Context: an optimization exercise on an open-source flow, tuned for small area. The choices shown serve that exercise and are no tape-out recipe.
Only simulation tests tie the RTL to the original design; equivalence was not proved.

==> inputs of wip/amber <==
// rv_core_de
module rv_core_de (
    input  logic        clk_i,
    input  logic        rst_n_i,
    input  logic [31:0] instr_i,
    input  logic [31:0] pc_i,
    input  logic        instr_valid_i,
    output logic        redirect_o,
    output logic [31:0] redirect_pc_o,
    output logic        wb_en_o,
    output logic [4:0]  wb_rd_o,
    output logic [31:0] wb_data_o
);
==> module rv_alu, before the edit <==
module rv_alu (
    input  logic        is_op_i,
    input  logic        is_opimm_i,
    input  logic        is_jal_i,
    input  logic        is_jalr_i,
    input  logic        is_br_i,
    input  logic [2:0]  f3_i,
    input  logic        alt_i,
    input  logic [31:0] op_a_i,
    input  logic [31:0] op_b_i,
    input  logic [31:0] imm_tgt_i,
    input  logic [31:0] pc_i,
    output logic [31:0] res_o,
    output logic        redirect_o,
    output logic [31:0] tgt_o
);
    logic alu_f3, sub;
    assign alu_f3 = is_op_i | is_opimm_i;
    assign sub    = is_br_i | (alu_f3 & (f3_i[2:1] == 2'b01)) |
                    (is_op_i & (f3_i == 3'b000) & alt_i);
    logic s_sum, s_sll, s_sll_n, s_srl, s_slt, s_sltu, s_xor, s_or, s_and, lx, ly;
    assign s_sum   = (!alu_f3 || (f3_i == 3'b000)) && !is_jalr_i;
    assign s_sll   = alu_f3 && (f3_i == 3'b001);
    assign s_sll_n = !s_sll;
    assign s_slt   = alu_f3 && (f3_i == 3'b010);
    assign s_sltu  = alu_f3 && (f3_i == 3'b011);
    assign s_xor   = alu_f3 && (f3_i == 3'b100);
    assign s_srl   = alu_f3 && (f3_i == 3'b101);
    assign s_or    = alu_f3 && (f3_i == 3'b110);
    assign s_and   = alu_f3 && (f3_i == 3'b111);
    assign lx      = s_xor | s_or;    
    assign ly      = s_and | s_or;    
    logic [31:0] bx;
    for (genvar i = 0; i < 32; i++) begin : g_bx
        xor2 u_x (.a(op_b_i[i]), .b(sub), .y(bx[i]));
    end
    logic [31:0] sum, p, g;
    logic        cout;
    cla32 #(.FAST(1'b1)) u_add (.a_i(op_a_i), .b_i(bx), .c_i(sub), .s_o(sum), .p_o(p), .g_o(g),
                                .c_o(cout));
    logic [31:0] pt, tp, tg;
    logic        tc;
    cla32 #(.FAST(1'b0)) u_pc (.a_i(pc_i), .b_i(imm_tgt_i), .c_i(1'b0), .s_o(pt), .p_o(tp),
                               .g_o(tg), .c_o(tc));
    logic        fill, b4, b4_n, fill4;
    logic [31:0] sh_in, s1, s2, s3;
    logic [46:0] s1x;
    logic [43:0] s2x;
    assign fill  = s_sll_n & alt_i & op_a_i[31];
    assign b4    = op_b_i[4];
    assign b4_n  = ~op_b_i[4];
    assign fill4 = fill & op_b_i[4];
    for (genvar i = 0; i < 32; i++) begin : g_rev
        ao22 u_m (.a1(s_sll_n), .a2(op_a_i[i]), .b1(s_sll), .b2(op_a_i[31-i]), .y(sh_in[i]));
    end
    assign s1x = {{15{fill}}, sh_in};
    for (genvar i = 0; i < 32; i++) begin : g_s1
        mux4 u_m (.s(op_b_i[1:0]), .a0(s1x[i]), .a1(s1x[i+1]), .a2(s1x[i+2]), .a3(s1x[i+3]),
                  .y(s1[i]));
    end
    assign s2x = {{12{fill}}, s1};
    for (genvar i = 0; i < 32; i++) begin : g_s2
        mux4 u_m (.s(op_b_i[3:2]), .a0(s2x[i]), .a1(s2x[i+4]), .a2(s2x[i+8]), .a3(s2x[i+12]),
                  .y(s2[i]));
    end
    for (genvar i = 0; i < 32; i++) begin : g_s3
        if (i < 16) begin : g_lo
            ao22 u_m (.a1(b4_n), .a2(s2[i]), .b1(b4), .b2(s2[i+16]), .y(s3[i]));
        end else begin : g_hi
            ao21 u_m (.a1(b4_n), .a2(s2[i]), .b1(fill4), .y(s3[i]));
        end
    end
    logic eq, sd, lt;
    assign eq = &p;
    assign sd = op_a_i[31] ^ op_b_i[31];
    assign lt = sd ? op_a_i[31] : sum[31];
    for (genvar i = 0; i < 32; i++) begin : g_res
        logic t_n, l_n;
        aoi222 u_t (.a1(s_sum), .a2(sum[i]), .b1(s_sll), .b2(s3[31-i]), .c1(s_srl), .c2(s3[i]),
                    .y(t_n));
        aoi222 u_l (.a1(lx), .a2(p[i]), .b1(ly), .b2(g[i]), .c1(is_jalr_i), .c2(pt[i]),
                    .y(l_n));
        if (i == 0) begin : g_slt
            assign res_o[i] = ~(t_n & l_n) | (s_slt & lt) | (s_sltu & ~cout);
        end else begin : g_plain
            assign res_o[i] = ~(t_n & l_n);
        end
    end
    logic jalr_n;
    assign jalr_n = ~is_jalr_i;
    for (genvar i = 0; i < 32; i++) begin : g_tgt
        if (i == 0) begin : g_b0
            assign tgt_o[i] = jalr_n & pt[i];
        end else begin : g_bn
            ao22 u_m (.a1(is_jalr_i), .a2(sum[i]), .b1(jalr_n), .b2(pt[i]), .y(tgt_o[i]));
        end
    end
    br_cond u_br (
        .jump_i(is_jal_i | is_jalr_i), .is_br_i(is_br_i), .f3_i(f3_i),
        .sd_i(sd), .a31_i(op_a_i[31]), .sum31_i(sum[31]), .cout_i(cout), .eq_i(eq),
        .redirect_o(redirect_o)
    );
endmodule
make LEC_CHECK=0 CAP_MARGIN=20 CORE_MARGIN=2 CORE_UTILIZATION=55 CTS_CLUSTER_DIAMETER=100 CTS_CLUSTER_SIZE=25 SLEW_MARGIN=20 SYNTH_HIERARCHICAL=1 finish   # period 9.0 ns
run.sh (not shown) runs the stock make flow with config.mk's settings and CLKGATE_MAP_FILE= SYNTH_SCRIPT=/design/flow/synth_recipe.tcl, a recipe that flattens the netlist after the stock synthesis.
==> wip/garnet: changes against wip/amber <==
--- a/flow/design.v
+++ b/flow/design.v
@@ -187,7 +187,8 @@
     logic        cout;
     cla32 #(.FAST(1'b1)) u_add (.a_i(op_a_i), .b_i(bx), .c_i(sub), .s_o(sum), .p_o(p), .g_o(g),
                                 .c_o(cout));
-    logic [31:0] pt, tp, tg;
+    logic [31:0] pt;
+    logic [31:0] tp, tg;
     logic        tc;
     cla32 #(.FAST(1'b0)) u_pc (.a_i(pc_i), .b_i(imm_tgt_i), .c_i(1'b0), .s_o(pt), .p_o(tp),
                                .g_o(tg), .c_o(tc));
@@ -203,14 +204,19 @@
         ao22 u_m (.a1(s_sll_n), .a2(op_a_i[i]), .b1(s_sll), .b2(op_a_i[31-i]), .y(sh_in[i]));
     end
     assign s1x = {{15{fill}}, sh_in};
+    logic [3:0] o1, o2;
+    always_comb begin
+        for (int j = 0; j < 4; j++) begin
+            o1[j] = (op_b_i[1:0] == 2'(j));
+            o2[j] = (op_b_i[3:2] == 2'(j));
+        end
+    end
     for (genvar i = 0; i < 32; i++) begin : g_s1
-        mux4 u_m (.s(op_b_i[1:0]), .a0(s1x[i]), .a1(s1x[i+1]), .a2(s1x[i+2]), .a3(s1x[i+3]),
-                  .y(s1[i]));
+        mux4oh u_m (.s(o1), .d({s1x[i+3], s1x[i+2], s1x[i+1], s1x[i]}), .y(s1[i]));
     end
     assign s2x = {{12{fill}}, s1};
     for (genvar i = 0; i < 32; i++) begin : g_s2
-        mux4 u_m (.s(op_b_i[3:2]), .a0(s2x[i]), .a1(s2x[i+4]), .a2(s2x[i+8]), .a3(s2x[i+12]),
-                  .y(s2[i]));
+        mux4oh u_m (.s(o2), .d({s2x[i+12], s2x[i+8], s2x[i+4], s2x[i]}), .y(s2[i]));
     end
     for (genvar i = 0; i < 32; i++) begin : g_s3
         if (i < 16) begin : g_lo
@@ -368,6 +374,44 @@
     end
     assign c_o = c[32];
 endmodule
+module rca32 (
+    input  logic [31:0] a_i,
+    input  logic [31:0] b_i,
+    output logic [31:0] s_o
+);
+    logic [31:0] p, g;
+    logic [32:0] c;
+    assign c[0] = 1'b0;
+    for (genvar i = 0; i < 32; i++) begin : g_bit
+        hadd u_ha (.a(a_i[i]), .b(b_i[i]), .s(p[i]), .c(g[i]));
+        if (i == 0) begin : g_c0
+            assign c[1] = g[0];
+        end else if (i < 31) begin : g_ci
+            ao21 u_c (.a1(p[i]), .a2(c[i]), .b1(g[i]), .y(c[i+1]));
+        end
+        if (i == 0) begin : g_s0
+            assign s_o[0] = p[0];
+        end else begin : g_si
+            xor2 u_x (.a(p[i]), .b(c[i]), .y(s_o[i]));
+        end
+    end
+endmodule
+module mux4oh (
+    input  logic [3:0] s,
+    input  logic [3:0] d,
+    output logic       y
+);
+    logic t_n, u_n;
+    aoi222 u_a (.a1(s[0]), .a2(d[0]), .b1(s[1]), .b2(d[1]), .c1(s[2]), .c2(d[2]), .y(t_n));
+    nand2  u_b (.a(s[3]), .b(d[3]), .y(u_n));
+    nand2  u_c (.a(t_n), .b(u_n), .y(y));
+endmodule
+module nand2 (
+    input  logic a, b,
+    output logic y
+);
+    assign y = ~(a & b);
+endmodule
 module hadd (
     input  logic a, b,
     output logic s, c
==> flow/flow/run.sh (new file) <==
#!/bin/bash
set -euo pipefail
export BUFFER_PORTS_ARGS="-buffer_cell sky130_fd_sc_hd__buf_1"
export GPL_KEEP_OVERFLOW=0.3
bash standard.sh > standard.log 2>&1
==> flow/standard.sh (new file) <==
#!/bin/bash
# synth_recipe.tcl (not shown) runs the flow's synth.tcl, then flattens the netlist and writes it again
# the make line also repeats each setting of config.mk as NAME=value (left out here)
make -C /OpenROAD-flow-scripts/flow DESIGN_CONFIG=/design/flow/config.mk WORK_HOME=/design/flow/orfs CLKGATE_MAP_FILE= SYNTH_SCRIPT=/design/flow/synth_recipe.tcl "${@:-finish}"
removed: flow/run.sh
==> comparison table <==
| metric | wip/garnet | wip/amber |
|---|---|---|
| Met3 global-route usage | 27.6% | 16.9% |
| Register cell area after layout | 22100 um2 | 22100 um2 |
| TritonRoute pass-1 iters | 15 | 13 |
| Cell area after synthesis | 47500 um2 | 47800 um2 |
| Clock-pin transition on the worst setup and hold timing paths | 0.11 ns | 0.10 ns |
| Proportion of layout cells with a drive suffix above 1 | 10.6% | 11.4% |
| Footprint of the multi-input gates | 25600 um2 | 25800 um2 |
| Global Route Usage Sum | 52.1% | 49.2% |
| Data arrival time of the critical path | 8.54 ns | 8.81 ns |
| Critical path required time | 9.59 ns | 9.56 ns |
| Via count of the first global-routing pass | 43900 | 43800 |
| Number of antenna violations at the first check in global routing | 61 | 17 |
| Wire length of the first global-routing pass | 339000 um | 325000 um |
| # placed instances | 5618 | 5536 |
| Switching Share | 24.5% | 24.4% |
| Final core utilization | 61.7% | 62.5% |
| Repair and plain buffers | 333 | 375 |
| Status | complete, no violations | complete, no violations |
| Fill cell instance count of the final layout | 7277 | 7082 |
| Layout overhead on the synthesized area | 11.0% | 13.1% |
| Sequential share of cell area | 41.9% | 40.9% |
| Syn Inst Count | 4155 | 4019 |

==> static timing again, ports no longer ideal <==
The results above use ideal ports. As a check the final layouts listed here were re-extracted and re-timed, cells and wires unchanged.
Step 1 (the two cells are an assumption about what drives the block):
set clk [get_ports {clk_i}]
set_driving_cell -lib_cell sky130_fd_sc_hd__clkbuf_16 $clk
set_driving_cell -lib_cell sky130_fd_sc_hd__buf_2 [delete_from_list [all_inputs] $clk]
Step 2 moves the port delays by t, midway between the first and last clock arrival at a register: inputs arrive t later, outputs are due t later. That takes back most of the time a late clock gives input paths.
a / b / c = ideal / step 1 / step 2; a / b = the first two.
| run | t (ns) | slack for setup (ns) | clock arrival spread, ns | worst data-port slew with drivers (ns) |
|---|---|---|---|---|
| wip/amber | 0.761 | 0.750 / 0.787 / 0.026 | 0.042 / 0.042 | 0.06 |
| wip/garnet | 0.762 | 1.045 / 1.095 / 0.333 | 0.049 / 0.049 | 0.07 |
After both steps every run listed still meets setup and hold. The setup slack of wip/amber, which loses most, moves by +0.037 ns with the drivers and by -0.724 ns with both steps.
